What follows belongs to an exercise in optimizing a design on an open flow for small area, a short achievable clock period and few clock cycles per item; a production flow would make more cautious choices.

==> run a: inputs <==
// pipelined_array_mult
module pipelined_array_mult #(
  parameter int WIDTH  = 64,
  parameter int TAG_W  = 4
) (
  input  logic               clk,
  input  logic               rst,
  input  logic               in_valid,
  output logic               in_ready,
  input  logic               in_signed,
  input  logic [WIDTH-1:0]   A,
  input  logic [WIDTH-1:0]   B,
  input  logic [TAG_W-1:0]   in_tag,
  output logic               out_valid,
  input  logic               out_ready,
  output logic [2*WIDTH-1:0] out,
  output logic               out_signed,
  output logic [TAG_W-1:0]   out_tag
);
  logic [63:0] r1_a;
  logic [31:0] r1_bo, r1_bt, r1_bn;
  logic        r1_u63;
  logic        r1_s;
  logic [3:0]  r1_tag;
  logic        r1_ae;
  logic [498:0] r2_p;
  logic        r2_s;
  logic [3:0]  r2_tag;
  logic [127:0] sk_p;
  logic         sk_s;
  logic [3:0]   sk_tag;
  logic bo0;
  logic bt0;
  logic bn0;
  logic pp0_0;
  logic pp0_1;
  logic pp0_2;
  logic pp0_3;
  logic pp0_4;
  logic pp0_5;
  logic pp0_6;
  logic pp0_7;
  logic pp0_8;
  logic pp0_9;
  logic pp0_10;
  logic pp0_11;
  logic pp0_12;
  logic pp0_13;
  logic pp0_14;
  logic pp0_15;
  logic pp0_16;
  logic pp0_17;
  logic pp0_18;
  logic pp0_19;
  logic pp0_20;
  logic pp0_21;
  logic pp0_22;
  logic pp0_23;
  logic pp0_24;
  logic pp0_25;
  logic pp0_26;
  logic pp0_27;
  logic pp0_28;
  logic pp0_29;
  logic pp0_30;
  logic pp0_31;
  logic pp0_32;
  logic pp0_33;
  logic pp0_34;
  logic pp0_35;
  logic pp0_36;
  logic pp0_37;
  logic pp0_38;
  logic pp0_39;
  logic pp0_40;
  logic pp0_41;
  logic pp0_42;
  logic pp0_43;
  logic pp0_44;
  logic pp0_45;
  logic pp0_46;
  logic pp0_47;
  logic pp0_48;
  logic pp0_49;
  logic pp0_50;
  logic pp0_51;
  logic pp0_52;
  logic pp0_53;
  logic pp0_54;
  logic pp0_55;
  logic pp0_56;
  logic pp0_57;
  logic pp0_58;
  logic pp0_59;
  logic pp0_60;
  logic pp0_61;
  logic pp0_62;
  logic pp0_63;
  logic pp0_64;
  logic pp0_65;
  logic bo1;
  logic bt1;
  logic bn1;
  logic pp1_0;
  logic pp1_1;
  logic pp1_2;
  ...
export LEC_CHECK = 0
export ABC_AREA = 1
export CAP_MARGIN = 20
export CORE_MARGIN = 2
export CORE_UTILIZATION = 55
export SLEW_MARGIN = 20
export SYNTH_HIERARCHICAL = 1
create_clock -name core_clock -period 13.0 [get_ports {clk}]
standard.sh (not shown) runs the stock make flow with config.mk's settings and CLKGATE_MAP_FILE= SYNTH_SCRIPT=/design/flow/synth_recipe.tcl, a recipe that flattens the netlist after the stock synthesis.
==> flow/flow/run.sh <==
#!/bin/bash
# Own flow: the standard ORFS layout (standard.sh) with these changes:
# - repair_timing aims for a path delay well below the 13 ns clock (setup slack
#   margin), so that the achieved period improves; the SDC is the standard one;
# - ports are buffered with buf_2 instead of the default (a delay cell);
# - CTS inserts no dummy loads.
set -euo pipefail
export SETUP_SLACK_MARGIN=8.7
export BUFFER_PORTS_ARGS="-buffer_cell sky130_fd_sc_hd__buf_2"
export CTS_ARGS="-sink_clustering_enable -repair_clock_nets -dont_use_dummy_load"
bash standard.sh > standard.log 2>&1
==> inputs of run b, as changes to run a <==
--- a/flow/design.v
+++ b/flow/design.v
@@ -17,16 +17,19 @@
   output logic [TAG_W-1:0]   out_tag
 );
   logic [63:0] r1_a;
   logic [31:0] r1_bo, r1_bt, r1_bn;
   logic        r1_u63;
   logic        r1_s;
   logic [3:0]  r1_tag;
   logic        r1_ae;
+  logic [127:0] sk2_p;
+  logic         sk2_s;
+  logic [3:0]   sk2_tag;
   logic [498:0] r2_p;
   logic        r2_s;
   logic [3:0]  r2_tag;
   logic [127:0] sk_p;
   logic         sk_s;
   logic [3:0]   sk_tag;
   logic bo0;
   logic bt0;
@@ -13365,40 +13368,49 @@
   assign ads_122 = adp0_122 ^ adg7_121;
   assign ads_123 = adp0_123 ^ adg7_122;
   assign ads_124 = adp0_124 ^ adg7_123;
   assign ads_125 = adp0_125 ^ adg7_124;
   assign ads_126 = adp0_126 ^ adg7_125;
   assign ads_127 = adp0_127 ^ adg7_126;
   assign prod = {ads_127, ads_126, ads_125, ads_124, ads_123, ads_122, ads_121, ads_120, ads_119, ads_118, ads_117, ads_116, ads_115, ads_114, ads_113, ads_112, ads_111, ads_110, ads_109, ads_108, ads_107, ads_106, ads_105, ads_104, ads_103, ads_102, ads_101, ads_100, ads_99, ads_98, ads_97, ads_96, ads_95, ads_94, ads_93, ads_92, ads_91, ads_90, ads_89, ads_88, ads_87, ads_86, ads_85, ads_84, ads_83, ads_82, ads_81, ads_80, ads_79, ads_78, ads_77, ads_76, ads_75, ads_74, ads_73, ads_72, ads_71, ads_70, ads_69, ads_68, ads_67, ads_66, ads_65, ads_64, ads_63, ads_62, ads_61, ads_60, ads_59, ads_58, ads_57, ads_56, ads_55, ads_54, ads_53, ads_52, ads_51, ads_50, ads_49, ads_48, ads_47, ads_46, ads_45, ads_44, ads_43, ads_42, ads_41, ads_40, ads_39, ads_38, ads_37, ads_36, ads_35, ads_34, ads_33, ads_32, ads_31, ads_30, ads_29, ads_28, ads_27, ads_26, ads_25, ads_24, ads_23, ads_22, ads_21, ads_20, ads_19, ads_18, ads_17, ads_16, ads_15, ads_14, ads_13, ads_12, ads_11, ads_10, ads_9, ads_8, ads_7, ads_6, ads_5, ads_4, ads_3, ads_2, ads_1, adp0_0};
   assign r2_d = {pp31_65, pq63, pp31_64, pq62, hc3658, pp31_63, pp30_65, pq61, fc3656, hs3657, pp31_62, pp30_64, hc3654, fc3652, fs3655, pp31_61, fc3650, fc3648, hs3653, fs3651, fc3646, fc3644, fs3649, fs3647, fc3642, fc3640, fs3645, fs3643, fc3638, fc3636, fs3641, fs3639, fc3634, fc3632, fs3637, fs3635, fc3630, fc3628, fs3633, fs3631, fc3626, fc3624, fs3629, fs3627, fc3622, fc3620, fs3625, fs3623, fc3618, fc3616, fs3621, fs3619, fc3614, fc3612, fs3617, fs3615, fc3610, fc3608, fs3613, fs3611, fc3606, fc3604, fs3609, fs3607, fc3602, fc3600, fs3605, fs3603, fc3598, fc3596, fs3601, fs3599, fc3594, fc3592, fs3597, fs3595, fc3590, fc3588, fs3593, fs3591, fc3586, fc3584, fs3589, fs3587, fc3582, fc3580, fs3585, fs3583, fc3578, fc3576, fs3581, fs3579, fc3574, fc3572, fs3577, fs3575, fc3570, fc3568, fs3573, fs3571, fc3566, fc3564, fs3569, fs3567, fc3562, fc3560, fs3565, fs3563, fc3558, fc3556, fs3561, fs3559, fc3554, fc3552, fs3557, fs3555, fc3550, fc3548, fs3553, fs3551, fc3546, fc3544, fs3549, fs3547, fc3542, fc3540, fs3545, fs3543, fc3538, fc3536, fs3541, fs3539, fc3534, fc3532, fs3537, fs3535, fc3530, fc3528, fs3533, fs3531, fc3526, fc3524, fs3529, fs3527, fc3522, fc3520, fs3525, fs3523, fc3518, fc3516, fs3521, fs3519, fc3514, fc3512, fs3517, fs3515, fc3510, fc3508, fs3513, fs3511, fc3506, fc3504, fs3509, fs3507, fc3502, fc3500, fs3505, fs3503, fc3498, fc3496, fs3501, fs3499, fc3494, fc3492, fs3497, fs3495, fc3490, fc3488, fs3493, fs3491, fc3486, fc3484, fs3489, fs3487, fc3482, fc3480, fs3485, fs3483, fc3478, fc3476, fs3481, fs3479, fc3474, fc3472, fs3477, fs3475, fc3470, fc3468, fs3473, fs3471, fc3466, fc3464, fs3469, fs3467, fc3462, fc3460, fs3465, fs3463, fc3458, fc3456, fs3461, fs3459, fc3454, fc3452, fs3457, fs3455, fc3450, fc3448, fs3453, fs3451, fc3446, fc3444, fs3449, fs3447, fc3442, fc3440, fs3445, fs3443, fc3438, fc3436, fs3441, fs3439, fc3434, fc3432, fs3437, fs3435, fc3430, fc3428, fs3433, fs3431, fc3426, fc3424, fs3429, fs3427, fc3422, fc3420, fs3425, fs3423, fc3418, fc3416, fs3421, fs3419, fc3414, fc3412, fs3417, fs3415, fc3410, fc3408, fs3413, fs3411, fc3406, fc3404, fs3409, fs3407, fc3402, fc3400, fs3405, fs3403, fc3398, fc3396, fs3401, fs3399, fc3394, fc3392, fs3397, fs3395, fc3390, fc3388, fs3393, fs3391, fc3386, fc3384, fs3389, fs3387, fc3382, fc3380, fs3385, fs3383, fc3378, fc3376, fs3381, fs3379, fc3374, fc3372, fs3377, fs3375, fc3370, fc3368, fs3373, fs3371, fc3366, fc3364, fs3369, fs3367, fc3362, fc3360, fs3365, fs3363, fc3358, fc3356, fs3361, fs3359, fc3354, fc3352, fs3357, fs3355, fc3350, fc3348, fs3353, fs3351, fc3346, fc3344, fs3349, fs3347, fc3342, fc3340, fs3345, fs3343, fc3338, fc3336, fs3341, fs3339, fc3334, fc3332, fs3337, fs3335, fc3330, fc3328, fs3333, fs3331, fc3326, fc3324, fs3329, fs3327, fc3322, fc3320, fs3325, fs3323, fc3318, fc3316, fs3321, fs3319, fc3314, fc3312, fs3317, fs3315, fc3310, fc3308, fs3313, fs3311, fc3306, fc3304, fs3309, fs3307, fc3302, fc3300, fs3305, fs3303, fc3298, fc3296, fs3301, fs3299, fc3294, fc3292, fs3297, fs3295, fc3290, fc3288, fs3293, fs3291, fc3286, fc3284, fs3289, fs3287, fc3282, fc3280, fs3285, fs3283, fc3278, fc3276, fs3281, fs3279, fc3274, fc3272, fs3277, fs3275, fc3270, fc3268, fs3273, fs3271, fc3266, fc3264, fs3269, fs3267, fc3262, fc3260, fs3265, fs3263, fc3258, fc3256, fs3261, fs3259, fc3254, fc3252, fs3257, fs3255, fc3250, fc3248, fs3253, fs3251, fc3246, fc3244, fs3249, fs3247, fc3242, fc3240, fs3245, fs3243, fc3238, fc3236, fs3241, fs3239, fc3234, fc3232, fs3237, fs3235, fc3230, fc3228, fs3233, fs3231, fc3226, fc3224, fs3229, fs3227, fc3222, fc3220, fs3225, fs3223, fc3218, fc3216, fs3221, fs3219, fc3214, fc3212, fs3217, fs3215, fc3210, fc3208, fs3213, fs3211, fc3206, fc3204, fs3209, fs3207, hc3202, fc3200, fs3205, fs3203, hc3198, fc3196, hs3201, fs3199, hc3194, hs3197, fs3195, pp4_0, hc3192, hs3193, pp3_1, pp2_3, hs3191, pp3_0, pp2_2, pp1_4, pp2_1, pp1_3, pp0_5, pp2_0, pp1_2, pp0_4, bn2, pp1_1, pp0_3, pp1_0, pp0_2, bn1, pp0_1, pp0_0, bn0};
-  logic v1, v2, v3, vs, rdy;
-  logic load1, load2, load3, push;
-  logic v1_n, v2_n, vs_n;
-  assign load2    = !v2 || !vs;
-  assign load1    = !v1 || load2;
+  logic v1, v2, v3, q1, q2, rdy;
+  logic allow, load1, pop, push;
+  logic a0, a1, a2;
+  logic v1_n, v2_n, v3_n, q1_n, q2_n, allow_n;
+  assign allow    = !q2 && !(q1 && v2);
+  assign load1    = !v1 || allow;
   assign in_ready = rdy;
-  assign push     = v2 && !vs;
-  assign load3    = !v3 || out_ready;
+  assign pop      = v3 && out_ready;
+  assign push     = v2;
+  assign a0       = pop ? q1 : v3;
+  assign a1       = pop ? q2 : q1;
+  assign a2       = pop ? 1'b0 : q2;
   assign v1_n     = load1 ? in_valid : v1;
-  assign v2_n     = load2 ? v1 : v2;
-  assign vs_n     = !load3 && (vs || push);
+  assign v2_n     = v1 && allow;
+  assign v3_n     = a0 || push;
+  assign q1_n     = a1 || (push && a0);
+  assign q2_n     = a2 || (push && a0 && a1);
+  assign allow_n  = !q2_n && !(q1_n && v2_n);
   always_ff @(posedge clk or posedge rst) begin
     if (rst) begin
       v1  <= 1'b0;
       v2  <= 1'b0;
       v3  <= 1'b0;
-      vs  <= 1'b0;
+      q1  <= 1'b0;
+      q2  <= 1'b0;
       rdy <= 1'b1;
     end else begin
       v1  <= v1_n;
       v2  <= v2_n;
-      vs  <= vs_n;
-      rdy <= !v1_n || !v2_n || !vs_n;
-      if (load3) v3 <= vs || push;
+      v3  <= v3_n;
+      q1  <= q1_n;
+      q2  <= q2_n;
+      rdy <= !v1_n || allow_n;
     end
   end
   logic [31:0] e_bo, e_bt, e_bn;
   logic [64:0] bx;
   assign bx = {B, 1'b0};
   always_comb begin
     for (int i = 0; i < 32; i++) begin
       e_bn[i] = bx[2*i+2];
@@ -13414,34 +13426,39 @@
       r1_bt  <= e_bt;
       r1_bn  <= e_bn;
       r1_u63 <= !in_signed & B[63];
       r1_s   <= in_signed;
       r1_tag <= in_tag;
     end
   end
   always_ff @(posedge clk) begin
-    if (load2) begin
-      r2_p   <= r2_d;
-      r2_s   <= r1_s;
-      r2_tag <= r1_tag;
+    r2_p   <= r2_d;
+    r2_s   <= r1_s;
+    r2_tag <= r1_tag;
+  end
+  always_ff @(posedge clk) begin
+    if (!q2) begin
+      sk2_p   <= prod;
+      sk2_s   <= r2_s;
+      sk2_tag <= r2_tag;
     end
   end
   always_ff @(posedge clk) begin
-    if (!vs) begin
-      sk_p   <= prod;
-      sk_s   <= r2_s;
-      sk_tag <= r2_tag;
+    if (!q1 || out_ready) begin
+      sk_p   <= q2 ? sk2_p : prod;
+      sk_s   <= q2 ? sk2_s : r2_s;
+      sk_tag <= q2 ? sk2_tag : r2_tag;
     end
   end
   always_ff @(posedge clk) begin
-    if (load3) begin
-      out        <= vs ? sk_p : prod;
-      out_signed <= vs ? sk_s : r2_s;
-      out_tag    <= vs ? sk_tag : r2_tag;
+    if (!v3 || out_ready) begin
+      out        <= q1 ? sk_p : prod;
+      out_signed <= q1 ? sk_s : r2_s;
+      out_tag    <= q1 ? sk_tag : r2_tag;
     end
   end
   assign out_valid = v3;
 endmodule
 module pam_fa (
   input  logic a,
   input  logic b,
   input  logic c,
==> flow/flow/run.sh (replaced) <==
#!/bin/bash
# Own flow: the standard ORFS layout (standard.sh) with these changes:
# - repair_timing aims for a path delay well below the 13 ns clock (setup slack
#   margin), so that the achieved period improves; the SDC is the standard one;
# - ports are buffered with buf_2 instead of the default (a delay cell);
# - CTS inserts no dummy loads.
set -euo pipefail
export SETUP_SLACK_MARGIN=8.5
export BUFFER_PORTS_ARGS="-buffer_cell sky130_fd_sc_hd__buf_2"
export CTS_ARGS="-sink_clustering_enable -repair_clock_nets -dont_use_dummy_load"
bash standard.sh > standard.log 2>&1
Settings changed: CORE_UTILIZATION 55 to 45.
==> results.ini <==
[run_status]
run_status = did not finish
stop_stage = global routing (5_1_grt)
error = [ERROR GRT-0232] Routing congestion too high. Check the congestion heatmap in the GUI.

[yosys]
ys.flop_type = edfxtp_1

[place]
placed_cell_area_um2 = 117600
dp_slack_ns = 7.731

[die]
die_w_um = 460.7

[clock_tree]
htreeDepth = 3

# the run above: run a

==> results.ini <==
[die]
die_w_um = 510.2

[place]
dp_slack_ns = 7.807
placed_cell_area_um2 = 118900

[clock_tree]
cts.clk_slew.worst_paths_ns = 0.06

[yosys]
ys.flop_type = dfxtp_1
ys_ff_latch = 1076

[run_status]
run_status = no timing/DRC/antenna violations

[worst_setup_path]
critPathBufInv = 2

# the run above: run b

No run of this note included a check of the RTL's function; only the layout flow was run.

-- re-timing with driven ports --
The flow's constraints put no driver on any port. The routed layout listed below was extracted and timed again, unchanged, in two steps.
Step 1 assumes that a clkbuf_16 drives the clock port and a buf_2 every other input.
Step 2 times the ports against the registers' clock, not the clock port: input delays grow and output delays shrink by t, the midpoint of the rising clock arrivals with the driver on.
a / b / c = no drivers / after step 1 / after step 2; a / b = the first two.
run: run b
t, ns: 0.902
setup slack, ns: 8.426 / 8.426 / 8.426
worst setup path after step 2: register to register
slew at the worst register clock pin (ns): 0.07 / 0.07
pins driven straight from the clock port: 1
After both steps run b still meets setup and hold. The setup slack of run b moves by 0.000 ns with the drivers and by 0.000 ns with both steps.
